Source: an optimization exercise on an open RTL-to-GDS flow (aim: small area, a short achievable clock period and few clock cycles per item). Production flows keep margins and buffers that such runs may drop.
At most, simulation tests tie the RTL to the original design; equivalence was not proved.
No activity file was given, so power comes from the tool's default toggle rates.

Setup of job 2729:
==> flow/design.v (excerpt) <==
module icache_top #(
	parameter int OFFSET_W = icache_pkg::OFFSET_W,
	parameter int INDEX_W  = icache_pkg::INDEX_W,
	parameter int TAG_W    = icache_pkg::ADDR_W - INDEX_W - OFFSET_W
) (
	input  logic                  clock_i,
	input  logic                  rst_n_i,
	input  logic                  fetch_i,
	input  icache_pkg::addr_t     fetch_addr_i,
	input  logic                  flush_i,
	output logic                  instr_valid_o,
	output icache_pkg::word_t     instr_o,
	output icache_pkg::addr_t     instr_addr_o,
	output logic                  miss_o,
	output logic                  mem_req_o,
	output icache_pkg::addr_t     mem_line_addr_o,
	input  logic                  mem_rvalid_i,
	input  icache_pkg::word_t     mem_rdata_i
);
	localparam int CAP = 31;
	localparam int LOW = 4;
	logic [4:0]     n_q;      
	logic           busy_q;   
	logic           lm_q;     
	logic           miss_q;
	logic           rdy_q;    
	logic           ireq_q;   
	logic           ereq_q;   
	logic [29:0]    h_q;      
	logic [1:0]     wc_q;     
	logic [4:0]     el_q;     
	logic           c_q;      
	logic           seq;
	logic           nz;
	logic           acc;
	logic           last;
	logic           start;
	logic           cont;
	logic           deliver;
	logic           endw;
	logic           req;
	logic           lost;
	logic           fall;
	logic           clr;
	logic [29:0]    h_inc;
	logic [4:0]     n_d;
	logic           busy_d;
	logic           lm_d;
	logic [29:0]    h_d;
	logic [1:0]     wc_d;
	logic           m_d;
	logic           wrap_d;
	logic           v0_d;
	logic           rdy_d;
  ...
clock: 4.0 ns
lec_check: 0
cap_margin: 20
core_margin: 2
core_utilization: 60
setup_slack_margin: 1.5
slew_margin: 20
synth_hierarchical: 1
synth_minimum_keep_size: 0
standard.sh (not shown) runs the stock make flow with config.mk's settings and CLKGATE_MAP_FILE= SYNTH_SCRIPT=/design/flow/synth_recipe.tcl, a recipe that flattens the netlist after the stock synthesis.
==> flow/flow/run.sh <==
#!/bin/bash
# own flow: the standard layout, with port buffers of a plain buffer cell
set -o pipefail
cp standard.sh standard.sh.txt 2>/dev/null
cp config.mk config.mk.txt
export BUFFER_PORTS_ARGS="-buffer_cell sky130_fd_sc_hd__buf_1"
export ADDER_MAP_FILE=
bash standard.sh > standard.log 2>&1
Having completed the whole flow, job 2729 delivered a layout that passed the timing, DRC and antenna checks.
Testbench counts of job 2729, summed over its fixed seeds: cycles 71,895, items 32,000.
Changes in job 9449 relative to job 2729:
Settings: swapping 1.5 for 1.9 in SETUP_SLACK_MARGIN.
Findings:
- The proportion of cell area occupied by registers in job 9449 sits 1.0 points below the value recorded for job 2729.
- Mapped cell area: job 2729 vs job 9449 — no meaningful difference
- A last element of the critical path of instr_valid_o is what job 2729 shows, while mem_line_addr_o[7] belongs to job 9449.
- Final-layout non-clock buffer area share: job 2729 and job 9449 compared, higher one is job 9449
- Higher proportion of power drawn by the clock network among job 2729 and job 9449: job 2729
- Between job 9449 and job 2729, the overall power of the completed layout figures differ only marginally.
Input-level comparison between job 6268 and job 9449:
Settings: swapping 1.9 for 2.3 in SETUP_SLACK_MARGIN.
Results
Job 6268 against job 9449: via count of the first global-routing pass higher; length of the first detailed-routing pass in iterations higher.
Power drawn by the clock network: job 6268 higher than job 9449
Job 6268 leaves less setup margin than job 9449.
The number of core rows was comparable across job 9449 and job 6268.
Changes observed in job 6268 relative to job 9449: tightest hold margin higher, total non-filler cell area in the finished layout higher.
Relative to job 6268, the following input files were edited for job 8585:
Settings: SETUP_SLACK_MARGIN now 1.7, was 2.3.
Findings:
Comparing job 6268 and job 8585, the lower cell area is on job 8585.
Job 8585 vs. job 6268: number of setup buffers added after CTS went down 75; final worst-path setup slack decreased 0.062 ns; total power of the final layout shrank by about 25%.
Job 8585: PASS, flow complete, no timing, DRC or antenna violations
Delta (job 8585 minus job 6268): internal reg-to-reg setup slack roughly the same; final cell count has decreased; worst hold slack went down by 0.0044 ns.
Input changes introduced in job 4982 (baseline for comparison: job 8585):
Settings: SETUP_SLACK_MARGIN now 2.1, was 1.7.
Results
- Detailed-route wire length per cell sits higher in job 4982 than in job 8585.
- Compared with job 8585, job 4982 degrades wire length reported by the detailed router.
- The number of instances in the synthesized netlist was comparable across job 4982 and job 8585.
- On non-filler instance count after layout, the lower figure sits with job 8585, not job 4982.
- Total of clock buffers placed in the layout sits higher in job 4982 than in job 8585.
- Between job 4982 and job 8585, it is job 4982 whose worst setup slack is higher, by 0.053 ns.

========
Another version of the RTL of icache_top (not shown whole).
Size: about 450 cells after synthesis, ~47 flip-flops, about 170 I/O pins.
export LEC_CHECK = 0
export CAP_MARGIN = 20
export CORE_MARGIN = 2
export CORE_UTILIZATION = 40
export SETUP_SLACK_MARGIN = 2.0
export SLEW_MARGIN = 20
create_clock -name core_clock -period 4.0 [get_ports {clock_i}]
==> flow/flow/run.sh <==
#!/bin/bash
# own flow: the standard layout, with port buffers of a plain buffer cell
set -o pipefail
cp standard.sh standard.sh.txt 2>/dev/null
cp config.mk config.mk.txt
export BUFFER_PORTS_ARGS="-buffer_cell sky130_fd_sc_hd__buf_2"
bash standard.sh > standard.log 2>&1
The first run produced a clean layout.
Then changed:
- SETUP_SLACK_MARGIN: 2.0 -> not set
What happened:
- The changed run finished clean
- sequential power came out higher slightly
- combinational power goes down by a quarter to a third
- cell area shrinks by about a fifth
Then changed:
- ABC_CLOCK_PERIOD_IN_PS: not set -> 1500
- SETUP_SLACK_MARGIN: not set -> 2.0
The new run passed the timing, DRC and antenna checks.
Setup slack improved by 0.19 ns.
Utilization came out higher by 8.3 points.
Area after synthesis stays the same.
Non-clock buffer count came out higher by 34.
Total power came out higher by 17%.
Clock power came out higher by about 2%.
Via count came out higher by 12%.
Function was not checked in any run of this note: the RTL went through the layout flow alone.

========
Another version of the RTL of icache_top (not shown whole).
Size in the first run: about 540 cells after synthesis, about 47 flip-flops, about 4500 um^2 of cells after synthesis.
clock: 4.0 ns
lec_check: 0
cap_margin: 20
core_margin: 2
core_utilization: 40
setup_slack_margin: 1.8
slew_margin: 20
synth_hierarchical: 1
synth_minimum_keep_size: 0
==> flow/flow/run.sh <==
#!/bin/bash
# own flow: the standard layout, with port buffers of a plain buffer cell
set -o pipefail
cp standard.sh standard.sh.txt 2>/dev/null
cp config.mk config.mk.txt
export BUFFER_PORTS_ARGS="-buffer_cell sky130_fd_sc_hd__buf_2"
export ADDER_MAP_FILE=
bash standard.sh > standard.log 2>&1
The first run ran to the end with no violations.
Testbench counts at the start, summed over its fixed seeds: cycles 71,895, items 32,000.
Edit:
--- a/flow/flow/run.sh
+++ b/flow/flow/run.sh
@@ -5,3 +5,3 @@
 cp config.mk config.mk.txt
-export BUFFER_PORTS_ARGS="-buffer_cell sky130_fd_sc_hd__buf_2"
+export BUFFER_PORTS_ARGS="-buffer_cell sky130_fd_sc_hd__buf_1"
 export ADDER_MAP_FILE=
--- a/flow/config.mk
+++ b/flow/config.mk
@@ -9,4 +9,4 @@
 export CORE_MARGIN = 2
-export CORE_UTILIZATION = 40
-export SETUP_SLACK_MARGIN = 1.8
+export CORE_UTILIZATION = 60
+export SETUP_SLACK_MARGIN = 1.5
 export SLEW_MARGIN = 20
Final area fell by a few percent.
Maximum frequency fell by a few percent.
Total power fell slightly.
Edit:
--- a/flow/flow/run.sh
+++ b/flow/flow/run.sh
@@ -5,3 +5,3 @@
 cp config.mk config.mk.txt
-export BUFFER_PORTS_ARGS="-buffer_cell sky130_fd_sc_hd__buf_1"
+export BUFFER_PORTS_ARGS="-buffer_cell sky130_fd_sc_hd__buf_2"
 export ADDER_MAP_FILE=
--- a/flow/config.mk
+++ b/flow/config.mk
@@ -7,5 +7,6 @@
 export LEC_CHECK = 0
+export ABC_CLOCK_PERIOD_IN_PS = 1000
 export CAP_MARGIN = 20
 export CORE_MARGIN = 2
-export CORE_UTILIZATION = 60
+export CORE_UTILIZATION = 40
 export SETUP_SLACK_MARGIN = 1.5
After rerunning: Combinational power came out higher by 6.0%; clock skew came out higher by 0.0071 ns; worst hold slack is worse by 0.14 ns; setup slack is better by 0.016 ns; design area came out higher by 3.3%; die area came out higher by 48%; via count stays flat; synthesized area stays the same; wire length came out higher by 5.5%; power came out lower by 0.57%; utilization came out lower by 20 points.

========
## TR
Another version of the RTL of icache_top (not shown whole).
Size: ~330 cells after synthesis, about 56 flip-flops, about 170 I/O pins, about 3400 µm² of cells after synthesis.
export LEC_CHECK = 0
export CAP_MARGIN = 20
export CORE_MARGIN = 2
export CORE_UTILIZATION = 60
export SETUP_SLACK_MARGIN = 1.9
export SLEW_MARGIN = 20
export SYNTH_HIERARCHICAL = 1
export SYNTH_MINIMUM_KEEP_SIZE = 0
create_clock -name core_clock -period 4.0 [get_ports {clock_i}]
==> flow/flow/run.sh <==
#!/bin/bash
# own flow: the standard layout, with port buffers of a plain buffer cell
set -o pipefail
cp standard.sh standard.sh.txt 2>/dev/null
cp config.mk config.mk.txt
export BUFFER_PORTS_ARGS="-buffer_cell sky130_fd_sc_hd__buf_2"
export ADDER_MAP_FILE=
bash standard.sh > standard.log 2>&1
> inputs changed (TR -> AL)
- GPL_TIMING_DRIVEN: unset -> 1
==> flow/flow/run.sh <==
#!/bin/bash
# own flow: the standard layout, with port buffers of a plain buffer cell
set -o pipefail
cp standard.sh standard.sh.txt 2>/dev/null
cp config.mk config.mk.txt
export BUFFER_PORTS_ARGS="-buffer_cell sky130_fd_sc_hd__buf_1"
export ADDER_MAP_FILE=
bash standard.sh > standard.log 2>&1
### Flow results
In AL relative to TR, non-clock buffer count had gone up by a few percent.
Looking at final design area excluding fillers across both flows, AL is the stronger of the two, with TR trailing.
STATUS overall power: AL loses against TR
Between TR and AL, cell count increased.
No functional check of the RTL was part of any run of this note.

========
Another version of the RTL of icache_top (not shown whole).
Size: roughly 170 I/O pins.
export LEC_CHECK = 0
export CAP_MARGIN = 20
export CORE_MARGIN = 2
export CORE_UTILIZATION = 60
export SETUP_SLACK_MARGIN = 1.9
export SLEW_MARGIN = 20
export SYNTH_HIERARCHICAL = 1
export SYNTH_MINIMUM_KEEP_SIZE = 0
create_clock -name core_clock -period 4.0 [get_ports {clock_i}]
==> flow/flow/run.sh <==
#!/bin/bash
# own flow: the standard layout, with port buffers of a plain buffer cell
set -o pipefail
cp standard.sh standard.sh.txt 2>/dev/null
cp config.mk config.mk.txt
export BUFFER_PORTS_ARGS="-buffer_cell sky130_fd_sc_hd__buf_1"
export ADDER_MAP_FILE=
bash standard.sh > standard.log 2>&1
Testbench counts at the start, summed over its fixed seeds: cycles 71,895, items 32,000.
Next try:
- CORE_UTILIZATION: 60 -> 50
=>
- setup slack got worse by 0.052 ns
- via count stays the same
- final area goes up by about 1.2%
Next try:
- CORE_UTILIZATION: 50 -> 70
=> Worst hold slack is about the same. Non-clock buffer count falls by 8. Flip-flop and latch count stays the same. Die area falls by a quarter to a third. Total power falls slightly. Fmax falls slightly. Via count rises by a few percent.

========
Another version of the RTL of icache_top (not shown whole).
Size in the first run: about 420 cells after synthesis, about 40 flip-flops, ~170 I/O pins, about 3800 um^2 of cells after synthesis.
==> flow/design.v (excerpt) <==
module icache_top #(
	parameter int OFFSET_W = icache_pkg::OFFSET_W,
	parameter int INDEX_W  = icache_pkg::INDEX_W,
	parameter int TAG_W    = icache_pkg::ADDR_W - INDEX_W - OFFSET_W
) (
	input  logic                  clock_i,
	input  logic                  rst_n_i,
	input  logic                  fetch_i,
	input  icache_pkg::addr_t     fetch_addr_i,
	input  logic                  flush_i,
	output logic                  instr_valid_o,
	output icache_pkg::word_t     instr_o,
	output icache_pkg::addr_t     instr_addr_o,
	output logic                  miss_o,
	output logic                  mem_req_o,
	output icache_pkg::addr_t     mem_line_addr_o,
	input  logic                  mem_rvalid_i,
	input  icache_pkg::word_t     mem_rdata_i
);
	localparam int CAP = 31;
	localparam int LOW = 4;
	logic [4:0]  n_q;      
	logic        busy_q;   
	logic        lm_q;     
	logic        miss_q;
	logic [29:0] h_q;      
	logic [1:0]  wc_q;     
	logic        acc;
	logic        seq;
	logic        start;
	logic        good;
	logic        bad;
	logic        ready;
	logic        deliver;
	logic        endw;
	logic        wrap;
	logic        req;
	logic        lost;
	logic [4:0]  n_d;
	logic [29:0] sa;
	logic [29:0] sb;
	logic [29:0] sk;
	logic [29:0] cr;
	logic [29:0] co;
	assign sa = h_q;
	assign sb = {25'd0, n_q};
	assign sk = fetch_addr_i[31:2];
	assign cr = sa ^ sb ^ sk;
	assign co = (sa & sb) | (sa & cr) | (sb & cr);
	assign seq = (cr == {co[28:0], 1'b0});
	assign acc   = fetch_i && !miss_q && !flush_i;
	assign start = acc && (n_q == '0);
	assign good  = acc && ((n_q == '0) || seq);
	assign bad   = acc && (n_q != '0) && !seq;
  ...
make LEC_CHECK=0 ABC_CLOCK_PERIOD_IN_PS=2000 CAP_MARGIN=20 CORE_MARGIN=2 CORE_UTILIZATION=40 SETUP_SLACK_MARGIN=1.9 SLEW_MARGIN=20 finish   # period 4.0 ns
run.sh (not shown) runs the stock make flow with config.mk's settings and CLKGATE_MAP_FILE= SYNTH_SCRIPT=/design/flow/synth_recipe.tcl, a recipe that flattens the netlist after the stock synthesis.
Stock flow here: none of the scripts above is used.
Change:
==> flow/flow/run.sh (new file) <==
#!/bin/bash
# own flow: the standard layout, with port buffers of a plain buffer cell
set -o pipefail
cp standard.sh standard.sh.txt 2>/dev/null
cp config.mk config.mk.txt
export BUFFER_PORTS_ARGS="-buffer_cell sky130_fd_sc_hd__buf_2"
bash standard.sh > standard.log 2>&1
==> flow/standard.sh (new file) <==
#!/bin/bash
# synth_recipe.tcl (not shown) runs the flow's synth.tcl, then flattens the netlist and writes it again
# the make line also repeats each setting of config.mk as NAME=value (left out here)
make -C /OpenROAD-flow-scripts/flow DESIGN_CONFIG=/design/flow/config.mk WORK_HOME=/design/flow/orfs CLKGATE_MAP_FILE= SYNTH_SCRIPT=/design/flow/synth_recipe.tcl "${@:-finish}"
Settings changed: ABC_CLOCK_PERIOD_IN_PS 2000 to default, SETUP_SLACK_MARGIN 1.9 to default.
removed: flow/run.sh
Clock-buffer cell count went down by 1. Die area stays the same. Flip-flop and latch count is unchanged. Final area fell by 27%. Setup slack loses 180 ps. Routed wire length fell by about 24%. Total power went down by 25%. Non-clock buffer count came out lower by 76.
No run of this note included a check of the RTL's function; only the layout flow was run.

========
## job 5952
icache_top, a different RTL version from the one above (not shown whole).
Size in the first run: roughly 170 I/O pins, ~4400 um^2 of cells after synthesis.
==> flow/design.v (excerpt) <==
module icache_top #(
	parameter int OFFSET_W = icache_pkg::OFFSET_W,
	parameter int INDEX_W  = icache_pkg::INDEX_W,
	parameter int TAG_W    = icache_pkg::ADDR_W - INDEX_W - OFFSET_W
) (
	input  logic                  clock_i,
	input  logic                  rst_n_i,
	input  logic                  fetch_i,
	input  icache_pkg::addr_t     fetch_addr_i,
	input  logic                  flush_i,
	output logic                  instr_valid_o,
	output icache_pkg::word_t     instr_o,
	output icache_pkg::addr_t     instr_addr_o,
	output logic                  miss_o,
	output logic                  mem_req_o,
	output icache_pkg::addr_t     mem_line_addr_o,
	input  logic                  mem_rvalid_i,
	input  icache_pkg::word_t     mem_rdata_i
);
export LEC_CHECK = 0
export CAP_MARGIN = 20
export CORE_MARGIN = 2
export CORE_UTILIZATION = 60
export SETUP_SLACK_MARGIN = 1.9
export SLEW_MARGIN = 20
export SYNTH_HIERARCHICAL = 1
export SYNTH_MINIMUM_KEEP_SIZE = 0
create_clock -name core_clock -period 4.0 [get_ports {clock_i}]
standard.sh (not shown) runs the stock make flow with config.mk's settings and CLKGATE_MAP_FILE= SYNTH_SCRIPT=/design/flow/synth_recipe.tcl, a recipe that flattens the netlist after the stock synthesis.
==> flow/flow/run.sh <==
#!/bin/bash
# own flow: the standard layout, with port buffers of a plain buffer cell
set -o pipefail
cp standard.sh standard.sh.txt 2>/dev/null
cp config.mk config.mk.txt
export BUFFER_PORTS_ARGS="-buffer_cell sky130_fd_sc_hd__buf_1"
export ADDER_MAP_FILE=
bash standard.sh > standard.log 2>&1
Having completed the whole flow, job 5952 delivered a layout that passed the timing, DRC and antenna checks.
Here is what was changed in the inputs of job 9276 compared with job 5952.
# job 5952
export LEC_CHECK = 0
export CAP_MARGIN = 20
export CORE_MARGIN = 2
export CORE_UTILIZATION = 60
export SETUP_SLACK_MARGIN = 1.9
export SLEW_MARGIN = 20
export SYNTH_HIERARCHICAL = 1
export SYNTH_MINIMUM_KEEP_SIZE = 0
create_clock -name core_clock -period 4.0 [get_ports {clock_i}]
# job 9276
export LEC_CHECK = 0
export CAP_MARGIN = 20
export CORE_MARGIN = 2
export CORE_UTILIZATION = 60
export SETUP_SLACK_MARGIN = 2.1
export SLEW_MARGIN = 20
export SYNTH_HIERARCHICAL = 1
export SYNTH_MINIMUM_KEEP_SIZE = 0
create_clock -name core_clock -period 4.0 [get_ports {clock_i}]
Findings:
Job 5952 → job 9276: portion of the layout cell area used by non-clock buffers rose by 7.1 points, depth of the worst register-to-register path now sits higher, final cell count went up.
Job 9276 ended up with a lower sequential power than job 5952 did.
Count of clock-buffer cells in the layout: job 9276 vs job 5952 down 1
Job 9276 vs job 5952 — wire length climbed by more than 10%
Going from job 5952 to job 9276, the maximum fanout encountered on the critical timing path was found to have gone down by 6.
Taking job 5952 over job 9276, the wire length of the first global-routing pass ratio works out to 0.949.
Job 9276 -> job 5952: number of clock sinks delta 0, exact match
In the reports for job 5952 and job 9276, the smaller worst hold slack belongs to job 5952.
No functional check of the RTL was part of any run of this note.

-- what the ideal ports hide --
How much do the figures lean on ideal ports? The routed layouts below were timed once more, with nothing changed but the port constraints. Step 1, drivers: a clkbuf_16 drives clock_i and a buf_2 each remaining input, both assumed. Step 2, shift: input delay + t, output delay - t, t = (earliest + latest rising clock arrival at the registers) / 2. This alone moves slack from input paths to output paths. Three values: no drivers, after step 1, after step 2; two values: the first two.
run | t, ns | setup WS [ns] | pins driven straight from the clock port
job 2729 | 0.331 | 1.605 / 1.580 / 1.336 | 1
job 9449 | 0.332 | 1.903 / 1.872 / 1.695 | 1
job 6268 | 0.342 | 1.887 / 1.858 / 1.678 | 1
job 8585 | 0.332 | 1.825 / 1.795 / 1.633 | 1
job 4982 | 0.337 | 1.878 / 1.849 / 1.719 | 1
the first run of note 2 | 0.330 | 0.566 / 0.547 / 0.217 | 1
the second run of note 2 | 0.327 | 0.380 / 0.387 / 0.060 | 1
the third run of note 2 | 0.330 | 0.566 / 0.547 / 0.217 | 1
the first run of note 3 | 0.335 | 1.481 / 1.472 / 1.137 | 1
the second run of note 3 | 0.333 | 1.396 / 1.401 / 1.068 | 1
the third run of note 3 | 0.331 | 1.412 / 1.403 / 1.072 | 1
TR | 0.325 | 1.957 / 1.926 / 1.687 | 1
AL | 0.329 | 1.908 / 1.887 / 1.642 | 1
the first run of note 5 | 0.335 | 1.959 / 1.921 / 1.663 | 1
the second run of note 5 | 0.334 | 1.908 / 1.876 / 1.602 | 1
the third run of note 5 | 0.348 | 1.893 / 1.903 / 1.556 | 1
the first run of note 6 | 0.323 | 0.283 / 0.264 / -0.058 | 1
the second run of note 6 | 0.318 | 0.105 / 0.083 / -0.234 | 1
job 5952 | 0.339 | 1.933 / 1.933 / 1.654 | 1
job 9276 | 0.343 | 1.930 / 1.930 / 1.684 | 1
Met with ideal ports but missed after step 2: setup timing in the first run of note 6 and the second run of note 6.
